What follows belongs to an exercise in optimizing a design on an open flow for small area, a short achievable clock period and few clock cycles per item; a production flow would make more cautious choices.
Only simulation tests tie the RTL to the original design; equivalence was not proved.

File: design/flow/config.mk
export PLATFORM = sky130hd
export DESIGN_NAME = accumulator_alu
export DESIGN_NICKNAME = accumulator_alu
export VERILOG_FILES = /design/flow/design.v
export SDC_FILE = /design/flow/constraint.sdc
export NUM_CORES = 4
export LEC_CHECK = 0
export CAP_MARGIN = 20
export CORE_MARGIN = 2
export CORE_UTILIZATION = 40
export SETUP_SLACK_MARGIN = 0.7
export SLEW_MARGIN = 20
File: design/flow/constraint.sdc
create_clock -name core_clock -period 5.5 [get_ports {aclk}]
set_input_delay 1.1000 -clock core_clock [delete_from_list [all_inputs] [get_ports {aclk}]]
set_output_delay 1.1000 -clock core_clock [all_outputs]
set_load 0.01 [all_outputs]
File: design/flow/design.v
`default_nettype none
package aalu_pkg;
    localparam int DATA_W   = 32;
    localparam int ACTION_W = 3;
    localparam int USER_W   = 4;
    localparam logic [ACTION_W-1:0] ACT_ADD = 3'd0;
    localparam logic [ACTION_W-1:0] ACT_SUB = 3'd1;
    localparam logic [ACTION_W-1:0] ACT_MUL = 3'd2;
    localparam logic [ACTION_W-1:0] ACT_DIV = 3'd3;
    localparam logic [ACTION_W-1:0] ACT_POW = 3'd4;
    localparam logic [ACTION_W-1:0] ACT_MOD = 3'd5;
    localparam int CHUNK_W = 8;
    localparam int N_CHUNK = DATA_W / CHUNK_W;
    localparam int CCNT_W  = (N_CHUNK > 1) ? $clog2(N_CHUNK) : 1;
    localparam logic [2:0] ST_IDLE  = 3'd0;   
    localparam logic [2:0] ST_MD    = 3'd1;   
    localparam logic [2:0] ST_CPA   = 3'd2;   
    localparam logic [2:0] ST_FIN   = 3'd3;   
    localparam logic [2:0] ST_DIT   = 3'd5;   
    localparam logic [2:0] ST_DFIN  = 3'd6;   
    localparam logic [2:0] ST_DN    = 3'd7;   
    localparam logic [1:0] PH_MUL = 2'd0;     
    localparam logic [1:0] PH_SQ  = 2'd1;     
    localparam logic [1:0] PH_PM  = 2'd2;     
endpackage
`default_nettype wire
`default_nettype none
module aalu_mul
#(
    parameter int WIDTH = aalu_pkg::DATA_W,
    parameter int CH    = aalu_pkg::CHUNK_W
) (
    input  wire logic [WIDTH-1:0] s_in,
    input  wire logic [WIDTH-1:0] c_in,
    input  wire logic [WIDTH-1:0] mcand,
    input  wire logic [CH:0]      chunk,
    output logic      [WIDTH-1:0] s_out,
    output logic      [WIDTH-1:0] c_out
);
    localparam int NB = CH / 2;      
    localparam int NR = NB + 2;      
    function automatic integer rows_after(input integer lvl);
        integer n, i;
        begin
            n = NR;
            for (i = 0; i < lvl; i = i + 1)
                if (n > 2) n = 2 * (n / 3) + (n % 3);
            rows_after = n;
        end
    endfunction
    function automatic integer levels(input integer dummy);
        integer l, i;
        begin
            l = 0;
            for (i = 0; i < 16; i = i + 1)
                if (rows_after(i) > 2) l = i + 1;
            levels = l;
        end
    endfunction
    localparam int NL = levels(0);
    logic [WIDTH-1:0] t [NL+1][NR];
    logic [NB-1:0]    neg;
    logic [CH-1:0]    negs;
    genvar i, l, g;
    generate
        for (i = 0; i < NB; i++) begin : g_booth
            logic b2, b1, b0, one, two;
            logic [WIDTH-1:0] mag;
            assign b2     = chunk[2*i+2];
            assign b1     = chunk[2*i+1];
            assign b0     = chunk[2*i];
            assign one    = b1 ^ b0;
            assign two    = (b2 & !b1 & !b0) | (!b2 & b1 & b0);
            assign neg[i] = b2 & !(b1 & b0);
            assign mag    = ({WIDTH{one}} & mcand) | ({WIDTH{two}} & {mcand[WIDTH-2:0], 1'b0});
            assign t[0][i] = (mag ^ {WIDTH{neg[i]}}) << (2 * i);
            assign negs[2*i]   = neg[i];
            assign negs[2*i+1] = 1'b0;
        end
        assign t[0][NB]     = {s_in[WIDTH-CH-1:0], negs};
        assign t[0][NB + 1] = {c_in[WIDTH-CH-1:0], {CH{1'b0}}};
        for (l = 0; l < NL; l++) begin : g_lvl
            localparam int N  = rows_after(l);
            localparam int NG = N / 3;
            for (g = 0; g < NG; g++) begin : g_fa
                assign t[l+1][2*g]   = t[l][3*g] ^ t[l][3*g+1] ^ t[l][3*g+2];
                assign t[l+1][2*g+1] = ((t[l][3*g] & t[l][3*g+1]) | (t[l][3*g] & t[l][3*g+2])
                                        | (t[l][3*g+1] & t[l][3*g+2])) << 1;
            end
            for (i = 3 * NG; i < N; i++) begin : g_pass
                assign t[l+1][2*NG + i - 3*NG] = t[l][i];
            end
            for (i = rows_after(l+1); i < NR; i++) begin : g_zero
                assign t[l+1][i] = '0;
            end
        end
    endgenerate
    assign s_out = t[NL][0];
    assign c_out = t[NL][1];
endmodule
`default_nettype wire
`default_nettype none
module aalu_len
(
    input  wire logic [31:0] value,
    output logic      [4:0]  msb,
    output logic             nz
);
    logic [7:0] nib_nz;
    logic [1:0] nib_pos [8];
    logic [2:0] grp;
    always_comb begin
        for (int j = 0; j < 8; j++) begin
            nib_nz[j]     = value[4*j +: 4] != 4'd0;
            nib_pos[j][1] = value[4*j+3] | value[4*j+2];
            nib_pos[j][0] = value[4*j+3] | (!value[4*j+2] & value[4*j+1]);
        end
        grp[2] = |nib_nz[7:4];
        grp[1] = grp[2] ? |nib_nz[7:6] : |nib_nz[3:2];
        grp[0] = grp[2] ? (grp[1] ? nib_nz[7] : nib_nz[5])
                        : (grp[1] ? nib_nz[3] : nib_nz[1]);
        msb = {grp, nib_pos[grp]};
        nz  = |nib_nz;
    end
endmodule
`default_nettype wire
`default_nettype none
module aalu_mlen
(
    input  wire logic [31:0] value,
    output logic      [4:0]  msb,
    output logic             nz
);
    logic [31:0] x;
    logic [4:0]  msb_x;
    logic        nz_x;
    logic        low_mask;
    assign x = value ^ {32{value[31]}};
    aalu_len u_len (.value(x), .msb(msb_x), .nz(nz_x));
    assign low_mask = ((x >> 1) & ~x) == '0;
    assign msb = (value[31] && nz_x && low_mask) ? msb_x + 5'd1 : msb_x;
    assign nz  = value[31] || nz_x;
endmodule
`default_nettype wire
`default_nettype none
module accumulator_alu
(
    input  wire logic                    aclk,
    input  wire logic                    aresetn,
    input  wire logic                    s_tvalid,
    output logic                         s_tready,
    input  wire logic [63:0]         s_tdata,   
    input  wire logic [3:0]          s_tuser,   
    output logic                         m_tvalid,
    input  wire logic                    m_tready,
    output logic      [31:0]         m_tdata,   
    output logic      [0:0]              m_tuser    
);
    localparam int W  = aalu_pkg::DATA_W;
    localparam int CH = aalu_pkg::CHUNK_W;
    localparam int NC = aalu_pkg::N_CHUNK;
    localparam int CW = aalu_pkg::CCNT_W;
    logic [2:0]   state_reg, state_next;
    logic [W-1:0] acc_reg, acc_next;
    logic         mval_reg, mval_next;
    logic         merr_reg, merr_next;
    logic [W-1:0] m_reg, m_next;       
    logic [W-1:0] r_reg, r_next;       
    logic [W-1:0] s_reg, s_next;       
    logic [W-1:0] c_reg, c_next;       
    logic [CW-1:0] dcnt_reg, dcnt_next;  
    logic [4:0]   ecnt_reg, ecnt_next;
    logic [1:0]   ph_reg, ph_next;
    logic         bz_reg, bz_next;
    logic [4:0]   msbs_reg, msbs_next;   
    logic [4:0]   msbm_reg, msbm_next;   
    logic         q0_reg, q0_next;       
    logic         dmod_reg, dmod_next;   
    logic         dneg_reg, dneg_next;   
    logic         msign_reg, msign_next;  
    logic [2:0]   act;
    logic [W-1:0] op_a, op_b;
    logic         out_free;
    logic         simple;
    logic         take;
    logic [W-1:0] take_val;
    logic         take_keep;
    logic         take_err;
    assign act      = s_tuser[2:0];
    assign op_a     = s_tuser[3] ? acc_reg : s_tdata[W-1:0];
    assign op_b     = s_tdata[2*W-1:W];
    assign out_free = !mval_reg || m_tready;
    assign simple   = (act == aalu_pkg::ACT_ADD) || (act == aalu_pkg::ACT_SUB)
                   || (act[2:1] == 2'b11)
                   || ((act == aalu_pkg::ACT_POW) && op_b[W-1]);
    logic [W-1:0] port_sum;
    assign port_sum = op_a + (op_b ^ {W{act[0]}}) + W'(act[0]);
    logic [W-1:0] cs_s, cs_c;
    aalu_mul #(.WIDTH(W)) u_mul (
        .s_in  (s_reg),
        .c_in  (c_reg),
        .mcand (r_reg),
        .chunk (m_reg[W-1:W-CH-1]),
        .s_out (cs_s),
        .c_out (cs_c)
    );
    function automatic logic [CW-1:0] top_chunk(input logic [W-1:0] x);
        top_chunk = '0;
        for (int i = 1; i < NC; i++)
            if ((x >> (CH*i-1)) != '0) top_chunk = CW'(i);
    endfunction
    function automatic logic [W-1:0] align(input logic [W-1:0] x, input logic [CW-1:0] t);
        align = x << (CH * (NC - 1 - t));
    endfunction
    logic [W-1:0] cs_or;
    logic [CW-1:0] top_a, top_b, top_cs;
    assign cs_or  = s_reg | c_reg;
    assign top_a  = top_chunk(op_a);
    assign top_b  = top_chunk(op_b);
    assign top_cs = top_chunk({cs_or[W-2:0], 1'b0} | {cs_or[W-1], {(W-1){1'b0}}});
    logic pow_last;
    logic to_pm;
    assign pow_last = (ecnt_reg == '0) && ((ph_reg == aalu_pkg::PH_PM) || !op_b[0]);
    assign to_pm    = (ph_reg == aalu_pkg::PH_SQ) && op_b[ecnt_reg];
    logic         al_sum, al_b;
    logic [W-1:0] al_src;
    logic [CW-1:0] al_t;
    logic [W-1:0] al_m;
    assign al_sum = (state_reg == aalu_pkg::ST_CPA) && (!to_pm || top_cs < top_a);
    assign al_b   = (state_reg != aalu_pkg::ST_CPA) && (act == aalu_pkg::ACT_MUL) && !(top_a < top_b);
    assign al_src = al_sum ? add_sum[W-1:0] : (al_b ? op_b : op_a);
    assign al_t   = al_sum ? top_cs : (al_b ? top_b : top_a);
    assign al_m   = align(al_src, al_t);
    logic [4:0]   msb_s, msb_m, msb_b;
    logic         nz_s, nz_m, nz_b;
    logic [4:0]   shamt;
    aalu_mlen u_len_s (.value(op_a), .msb(msb_s), .nz(nz_s));
    aalu_mlen u_len_m (.value(op_b), .msb(msb_m), .nz(nz_m));
    aalu_len  u_len_b (.value({1'b0, op_b[W-2:0]}), .msb(msb_b), .nz(nz_b));
    assign shamt   = msbs_reg - msbm_reg;
    logic [W-1:0] add_x, add_y;
    logic         add_ci;
    logic [W:0]   add_sum;
    logic         st_idle, st_dit, st_dn, st_dfin, st_fin, q0;
    logic         x_en, x_inv, y_c, y_m, y_r;
    assign st_idle = (state_reg == aalu_pkg::ST_IDLE);
    assign st_dit  = (state_reg == aalu_pkg::ST_DIT);
    assign st_dn   = (state_reg == aalu_pkg::ST_DN);
    assign st_dfin = (state_reg == aalu_pkg::ST_DFIN);
    assign st_fin  = (state_reg == aalu_pkg::ST_FIN);
    assign q0      = q0_reg;
    assign x_en    = st_dn ? (dmod_reg || !q0) : (st_dfin ? dmod_reg : !(st_idle || st_fin));
    assign x_inv   = st_dn ? (s_reg[W-1] && !q0) : (st_dfin && dmod_reg && dneg_reg);
    assign y_c     = !(st_idle || st_dit || st_dn || st_dfin || st_fin);
    assign y_m     = st_dit;
    assign y_r     = st_fin || (st_dfin && !dmod_reg);
    assign add_x   = (s_reg & {W{x_en}}) ^ {W{x_inv}};
    assign add_y   = (c_reg & {W{y_c}}) | (m_reg & {W{y_m}})
                   | ((r_reg ^ {W{st_dfin && dneg_reg}}) & {W{y_r}});
    assign add_ci  = st_idle || (st_dit && !msign_reg) || (st_dn && s_reg[W-1] && !q0)
                   || (st_dfin && dneg_reg);
    assign add_sum = {1'b0, add_x} + {1'b0, add_y} + (W+1)'(add_ci);
    always_comb begin
        state_next = state_reg;
        m_next     = m_reg;
        r_next     = r_reg;
        s_next     = s_reg;
        c_next     = c_reg;
        dcnt_next  = dcnt_reg;
        ecnt_next  = ecnt_reg;
        ph_next    = ph_reg;
        bz_next    = bz_reg;
        msbs_next  = msbs_reg;
        msbm_next  = msbm_reg;
        q0_next    = q0_reg;
        dmod_next  = dmod_reg;
        dneg_next  = dneg_reg;
        msign_next = msign_reg;
        take       = 1'b0;
        take_keep  = 1'b0;
        take_err   = 1'b0;
        case (state_reg)
            aalu_pkg::ST_IDLE: begin
                if (simple) begin
                    take      = 1'b1;
                    take_keep = (act[2:1] == 2'b11);
                end else if (s_tvalid) begin
                    case (act)
                        aalu_pkg::ACT_MUL: begin
                            r_next     = al_b ? op_a : op_b;
                            m_next     = al_m;
                            dcnt_next  = al_t;
                            s_next     = '0;
                            c_next     = '0;
                            ph_next    = aalu_pkg::PH_MUL;
                            state_next = aalu_pkg::ST_MD;
                        end
                        aalu_pkg::ACT_POW: begin
                            r_next     = nz_b ? op_a : W'(1);
                            m_next     = al_m;
                            dcnt_next  = al_t;
                            s_next     = '0;
                            c_next     = '0;
                            ecnt_next  = msb_b - 5'd1;
                            ph_next    = aalu_pkg::PH_SQ;
                            state_next = (msb_b == '0) ? aalu_pkg::ST_FIN : aalu_pkg::ST_MD;
                        end
                        default: begin   
                            s_next     = op_a;
                            m_next     = op_b;
                            bz_next    = (op_b == '0);
                            msbs_next  = msb_s;
                            msbm_next  = msb_m;
                            q0_next    = !nz_s || msb_s < msb_m;
                            dmod_next  = act[2];
                            dneg_next  = act[2] ? op_a[W-1] : (op_a[W-1] ^ op_b[W-1]);
                            msign_next = op_b[W-1];
                            state_next = aalu_pkg::ST_DN;
                        end
                    endcase
                end
            end
            aalu_pkg::ST_MD: begin
                if (r_reg == '0 && ph_reg != aalu_pkg::PH_MUL) begin
                    state_next = aalu_pkg::ST_FIN;
                end else begin
                    s_next    = cs_s;
                    c_next    = cs_c;
                    m_next    = m_reg << CH;
                    dcnt_next = dcnt_reg - CW'(1);
                    if (dcnt_reg == '0) state_next = aalu_pkg::ST_CPA;
                end
            end
            aalu_pkg::ST_CPA: begin
                if (ph_reg == aalu_pkg::PH_MUL || pow_last) begin
                    take     = 1'b1;
                end else begin
                    r_next     = add_sum[W-1:0];
                    s_next     = '0;
                    c_next     = '0;
                    m_next     = al_m;
                    dcnt_next  = al_t;
                    if (to_pm) begin
                        ph_next = aalu_pkg::PH_PM;
                        if (!al_sum) r_next = add_sum[W-1:0];
                        else         r_next = op_a;
                    end else begin
                        ph_next   = aalu_pkg::PH_SQ;
                        ecnt_next = ecnt_reg - 5'd1;
                    end
                    state_next = aalu_pkg::ST_MD;
                end
            end
            aalu_pkg::ST_FIN: begin
                take     = 1'b1;
            end
            aalu_pkg::ST_DN: begin
                r_next = '0;
                if (bz_reg) begin
                    take      = 1'b1;
                    take_keep = 1'b1;
                    take_err  = 1'b1;
                end else if (q0) begin
                    take = 1'b1;
                end else begin
                    s_next     = add_sum[W-1:0];
                    m_next     = (m_reg << shamt) ^ {W{!msign_reg}};
                    ecnt_next  = shamt;
                    state_next = aalu_pkg::ST_DIT;
                end
            end
            aalu_pkg::ST_DIT: begin
                if (add_sum[W]) s_next = add_sum[W-1:0];
                r_next    = {r_reg[W-2:0], add_sum[W]};
                m_next    = {1'b1, m_reg[W-1:1]};
                ecnt_next = ecnt_reg - 5'd1;
                if (ecnt_reg == '0) state_next = aalu_pkg::ST_DFIN;
            end
            aalu_pkg::ST_DFIN: begin
                take = 1'b1;
            end
            default: begin
                state_next = aalu_pkg::ST_IDLE;
            end
        endcase
    end
    assign s_tready = out_free && take;
    assign take_val = (st_idle && act[2:1] == 2'b00) ? port_sum : add_sum[W-1:0];
    always_comb begin
        acc_next  = acc_reg;
        mval_next = mval_reg && !m_tready;
        merr_next = merr_reg;
        if (s_tvalid && s_tready) begin
            if (!take_keep) acc_next = take_val;
            mval_next  = 1'b1;
            merr_next  = take_err;
        end
    end
    always_ff @(posedge aclk) begin
        if (!aresetn) begin
            state_reg <= aalu_pkg::ST_IDLE;
            acc_reg   <= '0;
            mval_reg  <= 1'b0;
        end else begin
            state_reg <= (s_tvalid && s_tready) ? aalu_pkg::ST_IDLE : state_next;
            acc_reg   <= acc_next;
            mval_reg  <= mval_next;
        end
        merr_reg  <= merr_next;
        m_reg     <= m_next;
        r_reg     <= r_next;
        s_reg     <= s_next;
        c_reg     <= c_next;
        dcnt_reg  <= dcnt_next;
        ecnt_reg  <= ecnt_next;
        ph_reg    <= ph_next;
        bz_reg    <= bz_next;
        msbs_reg  <= msbs_next;
        msbm_reg  <= msbm_next;
        q0_reg    <= q0_next;
        dmod_reg  <= dmod_next;
        dneg_reg  <= dneg_next;
        msign_reg <= msign_next;
    end
    assign m_tvalid   = mval_reg;
    assign m_tdata    = acc_reg;
    assign m_tuser[0] = merr_reg;
endmodule
`default_nettype wire
File: design/flow/run.sh
#!/bin/bash
# synth_recipe.tcl (not shown) runs the flow's synth.tcl, then flattens the netlist and writes it again
# the make line also repeats each setting of config.mk as NAME=value (left out here)
make -C /OpenROAD-flow-scripts/flow DESIGN_CONFIG=/design/flow/config.mk WORK_HOME=/design/flow/orfs CLKGATE_MAP_FILE= SYNTH_SCRIPT=/design/flow/synth_recipe.tcl finish
==> flow_metrics.py, run 1 <==
metrics = {
    "min_path": {
        "hp-start": "acc_reg[8]",
        "min_to": "acc_reg[8]",
        "hold_path_class": "flop to flop",
        "whs_path_depth": 2,
    },
    "routing": {
        "maxUsedRoutingLayer": "met5",
        "first_iter_violations": 3943,
        "routed_wl_mm": 126,
        "wl_met2_mm": 55.9,
        "drtAntennaViolNets": 0,
        "met1_length_mm": 48.4,
        "vias": 27000,
        "drc": 0,
        "routedWlPerCell_microns": 30.8,
        "wl_met3_mm": 13.5,
        "viasPerCell": 6.60,
        "drt_pass1_iterations": 10,
    },
    "timing": {
        "skew_ns": 0.0174,
        "finalMaxSlewViolations": 0,
        "setup_tns_ns": 0,
        "worstMarginPinSlew_ns": 1.14,
        "setup_viol_count_final": 0,
        "period_minus_slack_ns": 4.75,
        "rsz0062_at_grt": "yes",
        "fin_crit_sh": 0.863,
        "relSlewSlack": 0.241,
        "whs_ns": 0.519,
        "hold_viol": 0,
        "clock.fmax_ghz": 0.211,
    },
    "clocking": {
        "clk_transition_reported_paths_ns": 0.08,
        "cts_sinks": 186,
        "root_buffer": "clkbuf_16",
        "cts_max_level": 4,
        "clk_latency_ns": 0.52,
        "cts_made_buffers": 17,
        "cts_tree": "yes",
        "clockBufferDepth": 2,
    },
    "cells_and_area": {
        "syn_to_final_growth_pct": 18.9,
        "utilization": 0.481,
        "nets": 3491,
        "layout-drive-gt1-share": 0.173,
        "fillers": 6198,
    },
    "global_route": {
        "first_global_vias": 26100,
        "grt_pass1_wl_mm": 181,
        "grt_overflow": 0,
        "grt_max_degree": 86,
        "antenna_found_initial": 9,
        "track_usage": 0.373,
    },
    "die": {
        "row_count": 92,
        "die-area_sq_um": 65900,
        "initial_utilization": 0.405,
        "die_h_microns": 257,
        "ioPinCount": 107,
        "die_w_microns": 257,
        "core_sq_um": 63100,
    },
    "logic_synthesis": {
        "syn-instance-count": 3076,
        "async_flop_share": 0,
        "synth_top_area_frac": 0.176,
        "syn_area_per_cell_sq_um": 8.30,
        "synth_area_leader_cell": "edfxtp_1",
        "synth_edf_count": 150,
        "yosys_register_bits": 186,
        "synth.most_common_cell": "nand2_1",
        "ys_warn_count": 5,
        "synth_fp_nets": 3342,
        "ys_top_cells_by_count": "nand2_1, xor2_1, clkbuf_1",
        "yosys-top-cells-area": "edfxtp_1, fa_1, xor2_1",
        "ys_seq_area_frac": 0.205,
        "synth_area_sq_um": 25500,
        "ys.flop_type": "edfxtp_1",
        "ys_types": 93,
    },
    "run_status": {
        "status": "finished clean",
    },
    "placement": {
        "hpwl_mm": 96.9,
        "portBuffers": 106,
        "gp_congestion": 1.03,
    },
    "worst_setup_path": {
        "crit_type": "primary input to flop",
        "crit_fanout": 10,
        "r2r-start": "dneg_reg",
        "worst_r2r_path_depth": 19,
        "rr_endpoint": "acc_reg[30]",
        "cp.arrival_ns": 5.08,
        "critPathLaunchType": "primary input",
        "cp-end-kind": "flop",
        "r2r_slack_ns": 0.76,
        "required_ns": 5.84,
    },
    "run": {
        "cap_violations": 0,
    },
}
[logic make-up (layout without fill, tap and decap cells)]
| group | Yosys count | count (layout) | synth area share |
|---|---|---|---|
| AOI/OAI and AO/OA | 969 | 969 | 0.260 |
| and+or+nand+nor | 785 | 785 | 0.148 |
| buffers and inverters | 463 | 625 | 0.0717 |
| xor gates and xnor gates | 318 | 318 | 0.109 |
| adders and majority gates | 194 | 194 | 0.124 |
| DFF | 186 | 186 | 0.205 |
| muxes | 161 | 161 | 0.0814 |
| other | 0 | 4 | 0 |
[layout make-up]
cell class	count	area, sq um	area share
Antenna cell	4	10.0	0.000330
Clock buffer	17	425	0.0140
Clock inverter	15	158	0.00519
Inverter	186	699	0.0230
Multi-Input combinational cell	2427	19200	0.632
Sequential cell	186	5230	0.172
Tap cell	846	1060	0.0349
Timing Repair Buffer	407	3580	0.118
[metrics by stage]
stage	instance area [sq um]	std cells	setup slack, ns
2_1_floorplan	25600	3076	0.671
5_1_grt	30400	4084	0.617
3_5_place_dp	28900	4023	-0.00514
6_report	30400	4088	0.754
3_3_place_gp	28900	4023	0.0149
4_1_cts	29600	4058	0.665
[critical path: stages]
cell and delay [ns]:
clkdlybuf4s50_1 0.49, mux2i_2 0.12, inv_1 0.12, buf_6 0.22
nand2_1 0.14, a22oi_1 0.26, nand4_1 0.14, or4_1 0.54
o22ai_1 0.28, o311a_4 0.28, nand2_2 0.15, xnor2_2 0.18
ha_1 0.32, a21o_1 0.17, a211o_1 0.29, o22ai_2 0.15
a21oi_2 0.05, o31ai_2 0.06
[worst max path at each step]
stage / end / slack, ns / cells past startpoint / startpoint
after global placement: q0_reg / 0.01 / 17 / s_tuser[3]
after floorplan: q0_reg / 0.67 / 20 / s_tuser[3]
after CTS: acc_reg[30] / 0.67 / 19 / state_reg[2]
after global routing: acc_reg[30] / 0.62 / 21 / q0_reg
final: q0_reg / 0.75 / 18 / s_tdata[27]
after detailed placement: q0_reg / -0.005 / 17 / s_tuser[3]
[cells in the final DEF, fill, tap and decap left out, types with 75 or more instances in the layout]
cell,instances
nor2_1,188
o21ai_0,168
clkdlybuf4s50_1,93
a22oi_1,154
inv_1,174
xnor2_1,96
nand2_1,233
fa_1,98
mux2i_1,75
xor2_1,207
ha_1,89
buf_4,275
a21oi_1,199
edfxtp_1,150
[routing by layer]
metal	vias up	track usage
met2	1822	0.580
li1	11600	-
met1	13200	0.477
met4	2	0.209
met5	-	0
met3	380	0.0857
[repair_timing]
item | CTS | global route
endpoints found under the setup margin | 73 | 89
hold buffers | 0 | 0
gates cloned | 0 | 2
pin swaps | 4 | 36
hold endpoints to repair | 0 | 0
gates resized for setup | 29 | 119
buffers inserted | 3 | 24
Testbench counts, summed over its fixed seeds: cycles 13,788, items 2,400.
==> run 2: changes to the inputs <==
--- a/design/flow/design.v
+++ b/design/flow/design.v
@@ -177,2 +177,3 @@
     logic         q0_reg, q0_next;       
+    logic         p1_reg, p1_next;       
     logic         dmod_reg, dmod_next;   
@@ -220,2 +221,4 @@
     assign top_cs = top_chunk({cs_or[W-2:0], 1'b0} | {cs_or[W-1], {(W-1){1'b0}}});
+    logic a_triv;    
+    assign a_triv = (op_a[W-1:1] == '0) || (op_a == {W{1'b1}});
     logic pow_last;
@@ -245,2 +248,3 @@
     logic         x_en, x_inv, y_c, y_m, y_r;
+    logic         dn_neg;
     assign st_idle = (state_reg == aalu_pkg::ST_IDLE);
@@ -251,4 +255,6 @@
     assign q0      = q0_reg;
-    assign x_en    = st_dn ? (dmod_reg || !q0) : (st_dfin ? dmod_reg : !(st_idle || st_fin));
-    assign x_inv   = st_dn ? (s_reg[W-1] && !q0) : (st_dfin && dmod_reg && dneg_reg);
+    assign dn_neg  = !q0 && (p1_reg ? (msign_reg && !dmod_reg) : s_reg[W-1]);
+    assign x_en    = st_dn ? (q0 ? dmod_reg : !(p1_reg && dmod_reg))
+                           : (st_dfin ? dmod_reg : !(st_idle || st_fin));
+    assign x_inv   = st_dn ? dn_neg : (st_dfin && dmod_reg && dneg_reg);
     assign y_c     = !(st_idle || st_dit || st_dn || st_dfin || st_fin);
@@ -259,3 +265,3 @@
                    | ((r_reg ^ {W{st_dfin && dneg_reg}}) & {W{y_r}});
-    assign add_ci  = st_idle || (st_dit && !msign_reg) || (st_dn && s_reg[W-1] && !q0)
+    assign add_ci  = st_idle || (st_dit && !msign_reg) || (st_dn && dn_neg)
                    || (st_dfin && dneg_reg);
@@ -275,2 +281,3 @@
         q0_next    = q0_reg;
+        p1_next    = p1_reg;
         dmod_next  = dmod_reg;
@@ -298,3 +305,5 @@
                         aalu_pkg::ACT_POW: begin
-                            r_next     = nz_b ? op_a : W'(1);
+                            if (!nz_b)                   r_next = W'(1);
+                            else if (a_triv && !op_b[0]) r_next = W'(op_a[0]);
+                            else                         r_next = op_a;
                             m_next     = al_m;
@@ -305,3 +314,3 @@
                             ph_next    = aalu_pkg::PH_SQ;
-                            state_next = (msb_b == '0) ? aalu_pkg::ST_FIN : aalu_pkg::ST_MD;
+                            state_next = (msb_b == '0 || a_triv) ? aalu_pkg::ST_FIN : aalu_pkg::ST_MD;
                         end
@@ -314,2 +323,3 @@
                             q0_next    = !nz_s || msb_s < msb_m;
+                            p1_next    = (op_b == W'(1)) || (op_b == {W{1'b1}});
                             dmod_next  = act[2];
@@ -362,3 +372,3 @@
                     take_err  = 1'b1;
-                end else if (q0) begin
+                end else if (q0 || p1_reg) begin
                     take = 1'b1;
@@ -420,2 +430,3 @@
         q0_reg    <= q0_next;
+        p1_reg    <= p1_next;
         dmod_reg  <= dmod_next;
==> run 2 against run 1 <==
Against the previous run: register-to-register slack improved by 0.09 ns; sequential cell count increased by 1; maximum frequency about the same; still clean on timing, DRC and antenna; non-clock buffer count increased by 47.
==> flow_metrics.py, run 2 <==
metrics = {
    "clocking": {
        "clockBufferDepth": 2,
        "clk_latency_ns": 0.52,
        "holdBufCountCts": 0,
        "cts_made_buffers": 17,
        "cts_max_level": 4,
        "cts_tree": "yes",
        "root_buffer": "clkbuf_16",
        "clk_transition_reported_paths_ns": 0.08,
        "cts_sinks": 187,
    },
    "worst_setup_path": {
        "rr_endpoint": "m_reg[31]",
        "worst_r2r_path_depth": 17,
        "crit_fanout": 7,
        "cp-end-kind": "flop",
        "r2r-start": "q0_reg",
        "required_ns": 5.76,
        "critPathLaunchType": "primary input",
        "cp.arrival_ns": 5.00,
        "r2r_slack_ns": 0.85,
        "crit_type": "primary input to flop",
    },
    "timing": {
        "setup_tns_ns": 0,
        "finalMaxSlewViolations": 0,
        "relSlewSlack": 0.142,
        "hold_viol": 0,
        "skew_ns": 0.0173,
        "clock.fmax_ghz": 0.211,
        "rsz0062_at_grt": "no",
        "whs_ns": 0.555,
        "setup_viol_count_final": 0,
        "worstMarginPinSlew_ns": 1.28,
        "fin_crit_sh": 0.863,
        "period_minus_slack_ns": 4.75,
    },
    "die": {
        "die_h_microns": 264,
        "core_sq_um": 67000,
        "ioPinCount": 107,
        "row_count": 95,
        "initial_utilization": 0.403,
        "die-area_sq_um": 69600,
        "die_w_microns": 264,
    },
    "cells_and_area": {
        "final_common_cell": "buf_4",
        "layout-drive-gt1-share": 0.180,
        "syn_to_final_growth_pct": 18.7,
        "nets": 3702,
        "instances_no_fill": 4327,
        "fillers": 6656,
        "utilization": 0.478,
        "final_cell_mix": "buf_4, nand2_1, nor2_1",
    },
    "placement": {
        "portBuffers": 106,
        "dpl.cell_count": 4246,
        "gp_congestion": 1.06,
        "hpwl_mm": 106,
    },
    "routing": {
        "vias": 29300,
        "viasPerCell": 6.78,
        "routedWlPerCell_microns": 32.2,
        "drc": 0,
        "first_iter_violations": 4446,
        "drtAntennaViolNets": 0,
        "routed_wl_mm": 140,
        "drt_pass1_iterations": 8,
    },
    "logic_synthesis": {
        "async_flop_share": 0,
        "synth_area_leader_cell": "edfxtp_1",
        "ys_top_cells_by_count": "nand2_1, nor2_1, clkbuf_1",
        "yosys-top-cells-area": "edfxtp_1, fa_1, xor2_1",
        "synth_fp_nets": 3498,
        "ys_seq_area_frac": 0.195,
        "ys_types": 118,
        "ys.flop_type": "edfxtp_1",
        "ys_warn_count": 5,
        "syn-instance-count": 3230,
        "synth_top_area_frac": 0.168,
        "synth_area_sq_um": 27000,
        "synth.most_common_cell": "nand2_1",
        "syn_area_per_cell_sq_um": 8.36,
        "yosys_register_bits": 187,
        "synth_edf_count": 151,
    },
    "min_path": {
        "min_to": "state_reg[1]",
        "whs_path_depth": 2,
        "hp-start": "state_reg[1]",
        "hold_path_class": "flop to flop",
    },
    "global_route": {
        "first_global_vias": 27800,
        "grt_max_degree": 62,
        "track_usage": 0.389,
        "grt_overflow": 0,
        "grt_pass1_wl_mm": 198,
        "antenna_found_initial": 8,
    },
    "run": {
        "cap_violations": 0,
    },
    "run_status": {
        "status": "finished clean",
    },
}
-- run 2: cell types whose count changed in the layout (fill, tap and decap cells not counted), moves of 33 or more --
cell      before  now
xnor2_1       96  135
a21oi_1      199  140
buf_4        275  322
xor2_1       207  174
mux2i_1       75  133
a221oi_1      49   13
-- run 2: critical path, cell delays in order --
cell and delay [ns]:
clkdlybuf4s50_1 0.47, or4_1 0.57, nor3_2 0.18, a32o_2 0.29, nand2_1 0.18, ha_1 0.38, o21ai_2 0.13, o2bb2ai_1 0.41
o31a_1 0.41, buf_4 0.23, o211a_1 0.15, a311oi_1 0.04, buf_4 0.15, a311o_1 0.30
-- run 2: worst max-delay path by stage --
stage / from / endpoint / depth (start not counted)
2_1_floorplan: s_tuser[3] / q0_reg / 20
3_3_place_gp: s_tuser[3] / q0_reg / 17
3_5_place_dp: s_tdata[48] / q0_reg / 17
4_1_cts: dmod_reg / m_reg[28] / 19
5_1_grt: s_tdata[15] / q0_reg / 19
6_report: s_tdata[27] / m_reg[28] / 14
-- run 2: cells by family (layout without fill, tap and decap cells) --
kind of cell / Yosys count / after routing / share of synthesized area
AOI/OAI and AO/OA: 946 / 946 / 0.247
xor gates and xnor gates: 315 / 315 / 0.102
adders and majority gates: 196 / 196 / 0.119
buffers and inverters: 467 / 684 / 0.0698
DFF: 187 / 187 / 0.195
muxes: 223 / 223 / 0.102
other: 0 / 7 / 0
and+or+nand+nor: 896 / 896 / 0.166
-- run 2: timing repair --
| item | in CTS | in global routing |
|---|---|---|
| resized for setup | 25 | 98 |
| pin swaps | 17 | 36 |
| setup endpoints to repair | 76 | 95 |
| setup buffers | 15 | 24 |
| hold endpoints to repair | 0 | 0 |
| cloned | 0 | 3 |
-- run 2: layout make-up --
class | count | area [sq um] | area share
clock buffer | 18 | 429 | 0.0134
inverter | 198 | 743 | 0.0232
tap | 873 | 1090 | 0.0341
multi-input combinational | 2576 | 20400 | 0.638
sequential | 187 | 5260 | 0.164
clock inverter | 14 | 166 | 0.00519
timing repair buffer | 454 | 3900 | 0.122
antenna | 7 | 17.5 | 0.000547
-- run 2: routing by layer --
layer,GRT usage,routed length [microns]
met5,0,13
met4,0.261,11500
met3,0.106,17200
met2,0.582,58800
met1,0.490,52000
-- run 2: metrics by stage --
| step | worst slack [ns] | cell area [sq um] |
|---|---|---|
| detailed placement | 0.0369 | 30500 |
| global placement | 0.140 | 30500 |
| floorplan | 0.411 | 27000 |
| global route | 0.696 | 32000 |
| CTS | 0.640 | 31400 |
| finish | 0.752 | 32000 |
Testbench counts of run 2, summed over its fixed seeds: cycles 11,524, items 2,400.
==> run 3: changes to the inputs <==
--- a/design/flow/config.mk
+++ b/design/flow/config.mk
@@ -9,3 +9,3 @@
 export CORE_MARGIN = 2
-export CORE_UTILIZATION = 40
+export CORE_UTILIZATION = 55
 export SETUP_SLACK_MARGIN = 0.7
==> run 3 against run 2 <==
Against the previous run: still clean; critical path depth rose by 1; sequential cell count did not move; critical path type unchanged.
==> flow_metrics.py, run 3 <==
metrics = {
    "run_status": {
        "status": "finished clean",
    },
    "timing": {
        "relSlewSlack": 0.246,
        "rsz0062_at_grt": "yes",
        "layout_setup_ws_ns": 0.614,
        "clock.fmax_ghz": 0.205,
        "setup_tns_ns": 0,
        "hold_viol": 0,
        "fin_crit_sh": 0.888,
        "setup_viol_count_final": 0,
        "period_minus_slack_ns": 4.89,
        "skew_ns": 0.0180,
        "finalMaxSlewViolations": 0,
        "whs_ns": 0.575,
        "worstMarginPinSlew_ns": 1.12,
    },
    "clocking": {
        "cts_sinks": 187,
        "cts_max_level": 4,
        "clk_latency_ns": 0.49,
        "cts_tree": "yes",
        "root_buffer": "clkbuf_16",
        "clockBufferDepth": 2,
        "clk_transition_reported_paths_ns": 0.08,
        "cts_made_buffers": 17,
        "holdBufCountCts": 0,
    },
    "logic_synthesis": {
        "yosys_register_bits": 187,
        "syn_area_per_cell_sq_um": 8.36,
        "synth.most_common_cell": "nand2_1",
        "ys_types": 118,
        "synth_edf_count": 151,
        "synth_top_area_frac": 0.168,
        "ys_top_cells_by_count": "nand2_1, nor2_1, clkbuf_1",
        "synth_area_leader_cell": "edfxtp_1",
        "synth_area_sq_um": 27000,
        "syn-instance-count": 3230,
        "ys_warn_count": 5,
        "synth_fp_nets": 3498,
        "async_flop_share": 0,
        "yosys-top-cells-area": "edfxtp_1, fa_1, xor2_1",
        "ys_seq_area_frac": 0.195,
        "ys.flop_type": "edfxtp_1",
    },
    "cells_and_area": {
        "utilization": 0.658,
        "multi_input_area_sq_um": 20600,
        "instances_no_fill": 4094,
        "seqCellArea_sq_um": 5260,
        "syn_to_final_growth_pct": 18.6,
        "nets": 3721,
        "final_cell_mix": "buf_4, nand2_1, nor2_1",
        "final_common_cell": "buf_4",
        "layout-drive-gt1-share": 0.191,
        "fillers": 4067,
    },
    "routing": {
        "met1_length_mm": 46.4,
        "drtAntennaViolNets": 0,
        "maxUsedRoutingLayer": "met4",
        "viasPerCell": 7.47,
        "wl_met3_mm": 20.9,
        "wl_met2_mm": 54.4,
        "drt_pass1_iterations": 12,
        "vias": 30600,
        "routedWlPerCell_microns": 33.0,
        "routed_wl_mm": 135,
        "first_iter_violations": 5983,
        "drc": 0,
    },
    "die": {
        "die_w_microns": 226,
        "ioPinCount": 107,
        "die_h_microns": 226,
        "row_count": 81,
        "initial_utilization": 0.555,
        "core_sq_um": 48600,
        "die-area_sq_um": 50900,
    },
    "worst_setup_path": {
        "crit_type": "primary input to flop",
        "cp_cell_sequence": "clkdlybuf4s50_1, buf_4, inv_1, o211ai_1, a2111oi_0, nand4_1, nor4_2, buf_4, nand4_1, xnor2_2, ha_2, a211o_1, o22ai_2, a21oi_2, o31ai_2",
        "cp.arrival_ns": 5.10,
        "r2r_slack_ns": 0.73,
        "crit_slowest_cell": "clkdlybuf4s50_1",
        "cp-end-kind": "flop",
        "required_ns": 5.72,
        "crit_fanout": 7,
        "critPathLaunchType": "primary input",
        "max_stage_delay_ns": 0.77,
    },
    "placement": {
        "gp_congestion": 1.15,
        "dpl.cell_count": 4016,
        "hpwl_mm": 103,
        "dp_slack_ns": 0.0695,
        "portBuffers": 106,
    },
    "global_route": {
        "grt_overflow": 0,
        "grt_max_degree": 65,
        "antenna_found_initial": 3,
        "grt_pass1_wl_mm": 192,
        "first_global_vias": 28700,
        "track_usage": 0.518,
    },
    "min_path": {
        "hold_path_class": "flop to flop",
    },
    "run": {
        "cap_violations": 0,
    },
}
run 3: cell counts after synthesis:
No cell type changed its count.
run 3: worst max-delay path, delay by kind of cell:
| kind | cells | cell delay [ns] |
|---|---|---|
| buffers and inverters | 4 | 1.45 |
| AOI/OAI and AO/OA | 6 | 1.07 |
| and+or+nand+nor | 3 | 0.93 |
| xor gates and xnor gates | 1 | 0.27 |
| adders and majority gates | 1 | 0.25 |
run 3: what timing repair did:
item                                    in CTS  in global routing
endpoints found under the setup margin      79                 49
pin swaps                                   19                 51
buffers inserted                            11                 27
cloned                                       0                  2
gates resized for setup                     45                125
run 3: metrics by stage:
step / cell area (sq um)
after global placement: 30400
final: 32000
after CTS: 31200
after detailed placement: 30400
after global routing: 32000
after floorplan: 27000
run 3: cell families (layout without fill, tap and decap cells):
logic type / count (synthesis) / after routing / share of synthesized area
compound gates: 946 / 946 / 0.247
simple gates: 896 / 896 / 0.166
buf+inv: 467 / 703 / 0.0698
xor+xnor: 315 / 315 / 0.102
mux: 223 / 223 / 0.102
fa+ha+maj: 196 / 196 / 0.119
flops: 187 / 187 / 0.195
other cells: 0 / 6 / 0
run 3: routing by layer:
layer / global-route usage / vias to the layer above
met2: 0.737 / 2889
met1: 0.639 / 14400
met3: 0.190 / 799
met4: 0.389 / 0
li1: - / 12500
met5: 0.00196 / -
run 3: path summary, 6_finish.rpt:
check,startpoint,to,cells past startpoint
hold reg to reg,acc_reg[14],acc_reg[14],2
setup / recovery,s_tdata[32],q0_reg,15
hold / removal,acc_reg[14],acc_reg[14],2
setup reg to reg,state_reg[2],m_reg[11],18
run 3: final cells by class:
class | instances | share of cell area
Antenna cell | 6 | 0.000469
Inverter | 198 | 0.0232
Clock inverter | 13 | 0.00512
Clock buffer | 19 | 0.0135
Sequential cell | 187 | 0.164
Multi-Input combinational cell | 2576 | 0.642
Timing Repair Buffer | 473 | 0.127
Tap cell | 622 | 0.0243
==> run 4: changes to the inputs <==
==> design/flow/flow/run.sh (new file) <==
#!/bin/bash
# The standard layout (standard.sh, all steps to finish), except that the
# input and output ports are buffered with sky130_fd_sc_hd__buf_2 instead of
# the delay buffer (clkdlybuf4s50_1) the resizer picks by default: smaller and
# faster. Everything else, synthesis included, is the standard flow.
set -o pipefail
export BUFFER_PORTS_ARGS="-buffer_cell sky130_fd_sc_hd__buf_2"
echo 'export BUFFER_PORTS_ARGS = -buffer_cell sky130_fd_sc_hd__buf_2' >> config.mk
bash standard.sh > standard.log 2>&1
status=$?
grep -h "input buffers\|output buffers" orfs/logs/*/*/*/3_3_place_gp.log > port_buffers.log 2>&1
exit $status
==> design/flow/standard.sh (new file) <==
#!/bin/bash
# synth_recipe.tcl (not shown) runs the flow's synth.tcl, then flattens the netlist and writes it again
# the make line also repeats each setting of config.mk as NAME=value (left out here)
make -C /OpenROAD-flow-scripts/flow DESIGN_CONFIG=/design/flow/config.mk WORK_HOME=/design/flow/orfs CLKGATE_MAP_FILE= SYNTH_SCRIPT=/design/flow/synth_recipe.tcl "${@:-finish}"
--- a/design/flow/config.mk
+++ b/design/flow/config.mk
@@ -9,4 +9,5 @@
 export CORE_MARGIN = 2
-export CORE_UTILIZATION = 55
+export CORE_UTILIZATION = 40
 export SETUP_SLACK_MARGIN = 0.7
 export SLEW_MARGIN = 20
+export BUFFER_PORTS_ARGS = -buffer_cell sky130_fd_sc_hd__buf_2
removed: design/flow/run.sh
==> run 4 against run 3 <==
Against the previous run: still clean; die area up 37%; routed wire length up 5.7%; critical path type unchanged.
==> flow_metrics.py, run 4 <==
metrics = {
    "cells_and_area": {
        "final_common_cell": "buf_4",
        "multi_input_area_sq_um": 20200,
        "syn_to_final_growth_pct": 14.5,
        "nets": 3656,
        "final_cell_mix": "buf_4, nand2_1, nor2_1",
        "fillers": 6761,
        "instances_no_fill": 4277,
        "layout-drive-gt1-share": 0.191,
        "seqCellArea_sq_um": 5260,
    },
    "die": {
        "initial_utilization": 0.403,
        "core_sq_um": 67000,
        "ioPinCount": 107,
        "die-area_sq_um": 69600,
        "row_count": 95,
        "die_w_microns": 264,
        "die_h_microns": 264,
    },
    "placement": {
        "hpwl_mm": 109,
        "dpl.cell_count": 4222,
        "gp_congestion": 1.04,
        "portBuffers": 106,
    },
    "routing": {
        "routedWlPerCell_microns": 33.4,
        "drt_pass1_iterations": 8,
        "viasPerCell": 6.80,
        "routed_wl_mm": 143,
        "drtAntennaViolNets": 0,
        "drc": 0,
        "first_iter_violations": 4408,
        "vias": 29100,
    },
    "logic_synthesis": {
        "syn-instance-count": 3230,
        "synthSimpleGateAreaFrac": 0.166,
        "muxShareOfSynthArea": 0.102,
        "synth_compound_area_frac": 0.247,
        "yosys.area_share.xor_xnor": 0.102,
        "async_flop_share": 0,
        "ys_warn_count": 5,
        "synth_adder_area_share": 0.119,
        "synth_area_leader_cell": "edfxtp_1",
        "syn_area_per_cell_sq_um": 8.36,
        "ys.flop_type": "edfxtp_1",
        "synth_area_sq_um": 27000,
        "ys_top_cells_by_count": "nand2_1, nor2_1, clkbuf_1",
        "ys_seq_area_frac": 0.195,
        "synth.most_common_cell": "nand2_1",
        "yosys_register_bits": 187,
        "yosys-top-cells-area": "edfxtp_1, fa_1, xor2_1",
        "ys_types": 118,
        "synth_top_family_by_area": "compound AO/OA/AOI/OAI gates",
        "synth_fp_nets": 3498,
        "synth_top_area_frac": 0.168,
        "synth_edf_count": 151,
    },
    "timing": {
        "relSlewSlack": 0.210,
        "setup_viol_count_final": 0,
        "rsz0062_at_grt": "yes",
        "hold_viol": 0,
        "setup_tns_ns": 0,
        "skew_ns": 0.0196,
        "clock.fmax_ghz": 0.210,
        "finalMaxSlewViolations": 0,
        "period_minus_slack_ns": 4.75,
        "worstMarginPinSlew_ns": 1.18,
        "fin_crit_sh": 0.864,
    },
    "min_path": {
        "hold_path_class": "flop to flop",
        "whs_path_depth": 2,
    },
    "clocking": {
        "cts_made_buffers": 17,
        "clockBufferDepth": 2,
        "cts_max_level": 4,
        "cts_sinks": 187,
        "clk_transition_reported_paths_ns": 0.08,
        "root_buffer": "clkbuf_16",
        "cts_tree": "yes",
        "clk_latency_ns": 0.53,
        "holdBufCountCts": 0,
    },
    "worst_setup_path": {
        "cp.arrival_ns": 5.03,
        "worst_r2r_path_depth": 22,
        "cp.depth": 15,
        "path_common_cell": "buf_4",
        "critPathLaunchType": "primary input",
        "cp_cell_sequence": "buf_4, buf_4, or4b_1, nor3_2, a32o_2, nand2_1, ha_1, inv_1, o2111a_2, buf_4, o21ai_0, o21ai_0, mux2i_1, mux2_2, a221o_1",
        "cp-end-kind": "flop",
        "crit_slowest_cell": "or4b_1",
        "required_ns": 5.78,
        "max_stage_delay_ns": 0.48,
        "critPathBufInv": 4,
        "critPathTopFamily": "compound AO/OA/AOI/OAI gates",
        "crit_type": "primary input to flop",
        "crit_fanout": 16,
    },
    "global_route": {
        "grt_max_degree": 41,
        "use_met2": 0.589,
        "track_usage": 0.398,
        "grt_overflow": 0,
        "use_met3": 0.113,
        "first_global_vias": 27300,
        "antenna_found_initial": 6,
        "grt_busiest_layer": "met2",
        "grt_pass1_wl_mm": 201,
        "use_met1": 0.508,
    },
    "run_status": {
        "status": "finished clean",
    },
    "run": {
        "cap_violations": 0,
    },
}
[run 4: cell count changes in the layout (fill, tap and decap cells not counted), sizes merged]
| cell | change |
|---|---|
| clkdlybuf4s15 | -2 |
| clkinv | +3 |
| clkbuf | -1 |
| bufinv | -2 |
| clkdlybuf4s50 | -81 |
| diode | -3 |
| buf | +35 |
| dlymetal6s2s | -14 |
| inv | +2 |
| dlygate4sd2 | -5 |
| nor2 | +1 |
| clkinvlp | -1 |
[run 4: final cells by class]
class / instances / share of cell area
inverters: 198 / 0.0241
repair buffers: 407 / 0.0967
clock inverters: 15 / 0.00615
clock buffers: 17 / 0.0138
well taps: 873 / 0.0353
flip-flops and latches: 187 / 0.170
diodes: 3 / 0.000243
multi-input cells: 2577 / 0.654
[run 4: worst paths after layout]
check               start            to  slack, ns
min reg2reg  state_reg[1]  state_reg[1]       0.53
max reg2reg      dmod_reg     m_reg[27]       0.81
max            s_tuser[3]     m_reg[22]       0.75
min          state_reg[1]  state_reg[1]       0.53
[run 4: stage by stage]
| stage | hold WS [ns] | area, sq um | utilization | setup slack, ns |
|---|---|---|---|---|
| after floorplan | 0.505 | 27000 | - | 0.411 |
| after global placement | 0.566 | 29800 | 0.445 | 0.0937 |
| after detailed placement | 0.569 | 29900 | 0.445 | 0.0960 |
| after CTS | 0.581 | 30500 | 0.456 | 0.733 |
| after global routing | 0.559 | 30900 | 0.461 | 0.658 |
| final | 0.535 | 30900 | 0.461 | 0.746 |
[run 4: tightest hold or removal path: cells and delay by family, from the launching register on]
kind             cells  cell delay, ns
flip-flops           1            0.37
AND/OR/NAND/NOR      1            0.07
AO/OA/AOI/OAI        1            0.06
[run 4: logic make-up after synthesis]
family	Yosys count
fa+ha+maj	196
compound gates	946
simple gates	896
buf+inv	467
mux	223
flops	187
xor+xnor	315
[run 4: repair_timing]
item / in CTS / in global routing
endpoints found under the setup margin: 42 / 79
resized for setup: 13 / 34
gates cloned: 0 / 4
buffers inserted: 1 / 15
pin swaps: 3 / 9
[run 4: routing by layer]
metal  routed length (microns)  part of all wire  vias up
met2                     60500              0.42     2177
li1                          -                 -    12300
met4                     10800             0.076        6
met3                     17100              0.12      521
met5                        34           0.00024        -
met1                     54300              0.38    14000
==> run 5: changes to the inputs <==
--- a/design/flow/design.v
+++ b/design/flow/design.v
@@ -174,4 +174,2 @@
     logic         bz_reg, bz_next;
-    logic [4:0]   msbs_reg, msbs_next;   
-    logic [4:0]   msbm_reg, msbm_next;   
     logic         q0_reg, q0_next;       
@@ -238,3 +236,3 @@
     logic         nz_s, nz_m, nz_b;
-    logic [4:0]   shamt;
+    logic [5:0]   len_diff;    
     aalu_mlen u_len_s (.value(op_a), .msb(msb_s), .nz(nz_s));
@@ -242,3 +240,3 @@
     aalu_len  u_len_b (.value({1'b0, op_b[W-2:0]}), .msb(msb_b), .nz(nz_b));
-    assign shamt   = msbs_reg - msbm_reg;
+    assign len_diff = {1'b0, msb_s} - {1'b0, msb_m};
     logic [W-1:0] add_x, add_y;
@@ -263,4 +261,3 @@
     assign add_x   = (s_reg & {W{x_en}}) ^ {W{x_inv}};
-    assign add_y   = (c_reg & {W{y_c}}) | (m_reg & {W{y_m}})
-                   | ((r_reg ^ {W{st_dfin && dneg_reg}}) & {W{y_r}});
+    assign add_y   = (c_reg & {W{y_c}}) | (m_reg & {W{y_m}}) | (r_reg & {W{y_r}});
     assign add_ci  = st_idle || (st_dit && !msign_reg) || (st_dn && dn_neg)
@@ -278,4 +275,2 @@
         bz_next    = bz_reg;
-        msbs_next  = msbs_reg;
-        msbm_next  = msbm_reg;
         q0_next    = q0_reg;
@@ -320,5 +315,4 @@
                             bz_next    = (op_b == '0);
-                            msbs_next  = msb_s;
-                            msbm_next  = msb_m;
-                            q0_next    = !nz_s || msb_s < msb_m;
+                            ecnt_next  = len_diff[4:0];
+                            q0_next    = !nz_s || len_diff[5];
                             p1_next    = (op_b == W'(1)) || (op_b == {W{1'b1}});
@@ -367,3 +361,3 @@
             aalu_pkg::ST_DN: begin
-                r_next = '0;
+                r_next = {W{dneg_reg}};
                 if (bz_reg) begin
@@ -376,4 +370,3 @@
                     s_next     = add_sum[W-1:0];
-                    m_next     = (m_reg << shamt) ^ {W{!msign_reg}};
-                    ecnt_next  = shamt;
+                    m_next     = (m_reg << ecnt_reg) ^ {W{!msign_reg}};
                     state_next = aalu_pkg::ST_DIT;
@@ -383,3 +376,3 @@
                 if (add_sum[W]) s_next = add_sum[W-1:0];
-                r_next    = {r_reg[W-2:0], add_sum[W]};
+                r_next    = {r_reg[W-2:0], add_sum[W] ^ dneg_reg};
                 m_next    = {1'b1, m_reg[W-1:1]};
@@ -427,4 +420,2 @@
         bz_reg    <= bz_next;
-        msbs_reg  <= msbs_next;
-        msbm_reg  <= msbm_next;
         q0_reg    <= q0_next;
==> run 5 against run 4 <==
Against the previous run: worst hold slack worse by 0.020 ns; synthesized cell count is 4.0% lower; final cell count is 2.7% lower; count of clock-buffer cells in the layout is 2 higher; maximum frequency is 0.39% lower; die area is 4.5% lower; setup slack worse by 0.019 ns; largest cell class unchanged.
==> flow_metrics.py, run 5 <==
metrics = {
    "run_status": {
        "status": "finished clean",
    },
    "cells_and_area": {
        "multi_input_area_sq_um": 19500,
        "final_common_cell": "buf_4",
        "final_cell_mix": "buf_4, nand2_1, inv_1",
        "instances_no_fill": 4160,
        "nets": 3554,
        "layout-drive-gt1-share": 0.217,
        "seqCellArea_sq_um": 4960,
        "fillers": 6293,
        "syn_to_final_growth_pct": 17.4,
    },
    "timing": {
        "rsz0062_at_grt": "yes",
        "clock.fmax_ghz": 0.210,
        "finalMaxSlewViolations": 0,
        "setup_viol_count_final": 0,
        "hold_viol": 0,
        "period_minus_slack_ns": 4.77,
        "fin_crit_sh": 0.868,
        "layout_setup_ws_ns": 0.727,
        "worstMarginPinSlew_ns": 1.09,
        "skew_ns": 0.0164,
        "relSlewSlack": 0.269,
    },
    "clocking": {
        "cts_made_buffers": 17,
        "cts_tree": "yes",
        "clk_transition_reported_paths_ns": 0.08,
        "cts_max_level": 4,
        "clk_latency_ns": 0.52,
        "clockBufferDepth": 2,
        "holdBufCountCts": 0,
        "cts_sinks": 177,
        "root_buffer": "clkbuf_16",
    },
    "die": {
        "initial_utilization": 0.402,
        "row_count": 93,
        "core_sq_um": 64100,
        "ioPinCount": 107,
        "die-area_sq_um": 66400,
        "die_w_microns": 258,
        "die_h_microns": 258,
    },
    "routing": {
        "first_iter_violations": 4325,
        "viasPerCell": 6.70,
        "routedWlPerCell_microns": 31.7,
        "routed_wl_mm": 132,
        "drc": 0,
        "vias": 27900,
        "drt_pass1_iterations": 10,
        "drtAntennaViolNets": 0,
    },
    "global_route": {
        "track_usage": 0.388,
        "first_global_vias": 26800,
        "grt_overflow": 0,
        "grt_pass1_wl_mm": 189,
        "antenna_found_initial": 8,
        "grt_max_degree": 65,
    },
    "logic_synthesis": {
        "ys.flop_type": "edfxtp_1",
        "yosys-top-cells-area": "edfxtp_1, fa_1, xor2_1",
        "synth_edf_count": 141,
        "synth_fp_nets": 3367,
        "syn-instance-count": 3100,
        "synth_area_sq_um": 25800,
        "yosys_register_bits": 177,
        "ys_types": 96,
        "ys_top_cells_by_count": "nand2_1, inv_1, clkbuf_1",
        "syn_area_per_cell_sq_um": 8.31,
        "ys_seq_area_frac": 0.192,
        "synth_top_area_frac": 0.164,
        "ys_warn_count": 5,
        "synth.most_common_cell": "nand2_1",
        "synth_area_leader_cell": "edfxtp_1",
        "async_flop_share": 0,
    },
    "placement": {
        "gp_congestion": 1.02,
        "portBuffers": 106,
        "dpl.cell_count": 4094,
        "hpwl_mm": 99.8,
        "dp_slack_ns": 0.00384,
    },
    "worst_setup_path": {
        "crit_fanout": 15,
        "crit_type": "flop to flop",
        "worst_r2r_path_depth": 18,
        "required_ns": 5.90,
        "cp.arrival_ns": 5.18,
        "cp-end-kind": "flop",
        "critPathLaunchType": "flop",
    },
    "min_path": {
        "hold_path_class": "flop to flop",
        "whs_path_depth": 2,
    },
    "run": {
        "cap_violations": 0,
    },
}
-- run 5: cell count changes after synthesis, moves of 19 or more --
| cell | before | now |
|---|---|---|
| o21ai_0 | 187 | 123 |
| a21o_1 | 48 | 27 |
| nor2_1 | 212 | 185 |
| a21oi_1 | 147 | 197 |
| and2_1 | 22 | 44 |
| nand2_1 | 249 | 224 |
| inv_1 | 188 | 208 |
| a221o_1 | 23 | 4 |
| and3_1 | 40 | 17 |
| a221oi_1 | 14 | 42 |
| a22oi_1 | 154 | 133 |
| a222oi_1 | 31 | 66 |
-- run 5: cell type report --
class / count / area share
timing repair buffer: 438 / 0.106
antenna: 5 / 0.000414
multi-input combinational: 2428 / 0.646
tap: 855 / 0.0354
clock inverter: 13 / 0.00534
clock buffer: 19 / 0.0146
sequential: 177 / 0.164
inverter: 225 / 0.0282
-- run 5: worst max-delay path, cell delays in order, from the launching register on --
cell and delay [ns]:
edfxtp_1 0.47, nand2b_1 0.19, a32o_1 0.29, a21oi_4 0.26, buf_4 0.30, nand2_1 0.10
xor2_1 0.16, ha_1 0.38, o211ai_1 0.13, o211ai_1 0.18, buf_4 0.16, and3b_1 0.21
o211ai_1 0.18, buf_4 0.22, a2111o_1 0.40, nand3_1 0.17, and2_1 0.44, nor4_1 0.13
a311o_1 0.28
-- run 5: kinds of logic (layout without fill, tap and decap cells) --
family	Yosys count	count (layout)	share of synthesized area
AOI/OAI and AO/OA	892	892	0.243
DFF	177	177	0.192
muxes	221	221	0.105
xor gates and xnor gates	288	288	0.0979
other	0	5	0
and+or+nand+nor	831	831	0.160
buffers and inverters	495	695	0.0769
adders and majority gates	196	196	0.124
-- run 5: worst paths after layout --
check	slack, ns	start	to
setup reg to reg	0.73	q0_reg	acc_reg[31]
hold / removal	0.51	acc_reg[1]	acc_reg[1]
setup / recovery	0.73	q0_reg	acc_reg[31]
hold reg to reg	0.51	acc_reg[1]	acc_reg[1]
-- run 5: per-stage QoR --
step	util	hold WS (ns)	setup TNS, ns	cell area, sq um
3_5_place_dp	0.449	0.505	0	28800
6_report	0.472	0.515	0	30200
3_3_place_gp	0.449	0.502	-0.00199	28800
2_1_floorplan	-	0.514	0	25900
4_1_cts	0.464	0.516	0	29700
5_1_grt	0.472	0.555	0	30200
-- run 5: routing by layer --
metal,global-route usage,part of all wire
met5,0.00285,0.00020
met4,0.208,0.064
met3,0.105,0.11
met2,0.589,0.43
met1,0.502,0.39
-- run 5: repair_timing --
action / 4_1_cts / 5_1_grt
hold endpoints to repair: 0 / 0
cloned: 2 / 0
buffers inserted: 12 / 15
resized for setup: 59 / 82
pin swaps: 17 / 34
setup endpoints to repair: 68 / 72
Testbench counts of run 5, summed over its fixed seeds: cycles 11,524, items 2,400.
==> run 6: changes to the inputs <==
--- a/design/flow/config.mk
+++ b/design/flow/config.mk
@@ -10,2 +10,3 @@
 export CORE_UTILIZATION = 40
+export PLACE_DENSITY = 0.7
 export SETUP_SLACK_MARGIN = 0.7
==> run 6 against run 5 <==
Against the previous run: highest routed layer unchanged; core utilization is 0.34 points lower; synthesized cell count unchanged; routed wire length decreased by 10%; critical path depth rose by 4.
==> flow_metrics.py, run 6 <==
metrics = {
    "routing": {
        "drtAntennaViolNets": 0,
        "routedWlPerCell_microns": 28.8,
        "drc": 0,
        "vias": 27600,
        "drt_pass1_iterations": 12,
        "first_iter_violations": 4531,
        "viasPerCell": 6.70,
        "routed_wl_mm": 118,
    },
    "logic_synthesis": {
        "synth_edf_count": 141,
        "async_flop_share": 0,
        "ys.flop_type": "edfxtp_1",
        "ys_types": 96,
        "syn-instance-count": 3100,
        "synth_area_leader_cell": "edfxtp_1",
        "ys_seq_area_frac": 0.192,
        "ys_top_cells_by_count": "nand2_1, inv_1, clkbuf_1",
        "syn_area_per_cell_sq_um": 8.31,
        "synth_fp_nets": 3367,
        "synth_top_area_frac": 0.164,
        "yosys_register_bits": 177,
        "ys_warn_count": 5,
        "synth_area_sq_um": 25800,
        "yosys-top-cells-area": "edfxtp_1, fa_1, xor2_1",
        "synth.most_common_cell": "nand2_1",
    },
    "timing": {
        "setup_tns_ns": 0,
        "setup_viol_count_final": 0,
        "fin_crit_sh": 0.861,
        "clock.fmax_ghz": 0.211,
        "worstMarginPinSlew_ns": 1.13,
        "relSlewSlack": 0.244,
        "skew_ns": 0.0159,
        "hold_viol": 0,
        "period_minus_slack_ns": 4.73,
        "finalMaxSlewViolations": 0,
        "rsz0062_at_grt": "yes",
        "layout_setup_ws_ns": 0.765,
    },
    "worst_setup_path": {
        "cp.arrival_ns": 4.96,
        "crit_slowest_cell": "a2111oi_1",
        "critPathLaunchType": "primary input",
        "cp-end-kind": "flop",
        "critPathTopFamily": "compound AO/OA/AOI/OAI gates",
        "critPathBufInv": 7,
        "max_stage_delay_ns": 0.42,
        "cp.depth": 22,
        "cp_cell_sequence": "buf_8, buf_12, mux2i_4, clkinv_4, buf_6, buf_4, a2111oi_1, o2111ai_1, a21oi_2, nor2_1, nor2_1, buf_4, xnor2_2, ha_2, inv_1, fa_2, a21o_1, a21oi_2, xor2_1, nor2_1, a211oi_1, a21oi_1",
        "required_ns": 5.72,
        "crit_fanout": 14,
        "path_common_cell": "nor2_1",
        "crit_type": "primary input to flop",
        "worst_r2r_path_depth": 19,
    },
    "cells_and_area": {
        "nets": 3511,
        "layout-drive-gt1-share": 0.205,
        "fillers": 6184,
        "seqCellArea_sq_um": 4960,
        "final_common_cell": "buf_4",
        "syn_to_final_growth_pct": 16.6,
        "design_area_sq_um": 30000,
        "multi_input_area_sq_um": 19600,
        "final_cell_mix": "buf_4, nand2_1, inv_1",
    },
    "clocking": {
        "clk_transition_reported_paths_ns": 0.08,
        "cts_tree": "yes",
        "cts_sinks": 177,
        "clockBufferDepth": 2,
        "cts_made_buffers": 17,
        "clk_latency_ns": 0.48,
        "root_buffer": "clkbuf_16",
        "cts_max_level": 4,
    },
    "placement": {
        "gp_congestion": 1.07,
        "portBuffers": 106,
        "dp_slack_ns": 0.0868,
        "hpwl_mm": 88.2,
        "dpl_cell_area_sq_um": 28500,
    },
    "die": {
        "ioPinCount": 107,
        "die_w_microns": 258,
        "die_h_microns": 258,
        "die-area_sq_um": 66400,
        "initial_utilization": 0.402,
        "core_sq_um": 64100,
        "row_count": 93,
    },
    "run_status": {
        "status": "finished clean",
    },
    "run": {
        "cap_violations": 0,
    },
    "global_route": {
        "grt_max_degree": 51,
        "track_usage": 0.343,
        "antenna_found_initial": 3,
        "grt_overflow": 0,
        "first_global_vias": 25800,
        "grt_pass1_wl_mm": 172,
    },
    "min_path": {
        "hold_path_class": "flop to flop",
        "whs_path_depth": 2,
    },
}
-- run 6: cell families (layout without fill, tap and decap cells) --
logic type,count (synthesis),count (layout),share of synthesized area
buffers and inverters,495,652,0.0769
adder cells (fa/ha/maj),196,196,0.124
XOR/XNOR,288,288,0.0979
multiplexers,221,221,0.105
AND/OR/NAND/NOR,831,831,0.160
AO/OA/AOI/OAI,892,892,0.243
flip-flops,177,177,0.192
other,0,3,0
-- run 6: final timing paths --
check	start	end	slack, ns
setup / recovery	s_tuser[3]	ecnt_reg[4]	0.77
hold / removal	acc_reg[1]	acc_reg[1]	0.54
setup reg to reg	q0_reg	m_reg[16]	0.78
hold reg to reg	acc_reg[1]	acc_reg[1]	0.54
-- run 6: metal layers --
layer	up-vias	share of wire	wire, microns	global-route usage
li1	11800	-	-	-
met1	13200	0.36	42700	0.437
met2	2104	0.43	50700	0.515
met3	470	0.12	14700	0.0776
met4	2	0.086	10200	0.244
met5	-	0.00011	13	0
-- run 6: final cells by class --
cell class	count	share of cell area
Antenna cell	3	0.000250
Clock buffer	17	0.0142
Clock inverter	15	0.00787
Inverter	225	0.0284
Multi-Input combinational cell	2428	0.653
Sequential cell	177	0.165
Tap cell	855	0.0356
Timing Repair Buffer	395	0.0960
-- run 6: repair_timing --
action	in CTS	in global routing
hold buffers	0	0
pin swaps	2	33
endpoints found under the setup margin	38	85
buffers inserted	1	27
gates resized for setup	32	118
cloned	1	1
-- run 6: per-stage QoR --
stage | utilization | std cells | hold WS [ns]
after floorplan | - | 3100 | 0.514
after global placement | 0.444 | 4050 | 0.509
after detailed placement | 0.444 | 4050 | 0.517
after CTS | 0.457 | 4084 | 0.531
after global routing | 0.468 | 4112 | 0.571
final | 0.468 | 4115 | 0.536
-- run 6: worst reg2reg max path: stages (launching register included) --
cell and delay (ns):
edfxtp_1 0.45, nand2b_1 0.17, a32o_1 0.26, a21oi_2 0.21, nand2_1 0.12, xor2_2 0.17
fa_2 0.27, inv_1 0.08, fa_2 0.43, nor2b_4 0.14, o31ai_1 0.08, buf_4 0.16
a211o_4 0.38, a21oi_4 0.19, o21ai_1 0.13, a211oi_2 0.34, mux2i_1 0.13, buf_4 0.17
mux2_1 0.29, o211ai_1 0.32

==> static timing again, ports no longer ideal <==
Ports are ideal in the flow. The routed layouts listed here were re-timed in OpenROAD. Step 1, drivers: a clkbuf_16 drives aclk and a buf_2 each remaining input, both assumed. Step 2 also shifts input and output timing later by t, the mid clock arrival at the registers, as if the neighbouring blocks saw the same clock. Slacks: ideal ports / drivers / drivers and shift; pairs: ideal ports / drivers.
run	t, ns	setup WS [ns]	worst setup path at the end	latest minus earliest clock arrival (ns)	cell pins on the clock port's net
run 1	0.573	0.754 / 0.759 / 0.209	input to register	0.018 / 0.017	1
run 2	0.574	0.752 / 0.791 / 0.217	input to register	0.017 / 0.018	1
run 3	0.545	0.614 / 0.654 / 0.109	input to register	0.018 / 0.018	1
run 4	0.586	0.746 / 0.783 / 0.197	input to register	0.020 / 0.020	1
run 5	0.575	0.727 / 0.727 / 0.219	input to register	0.016 / 0.017	1
run 6	0.532	0.765 / 0.769 / 0.237	input to register	0.016 / 0.016	1
After both steps every run listed still meets setup and hold. For run 4, which loses most, drivers alone change the setup slack by +0.037 ns; drivers and shift together by -0.549 ns.
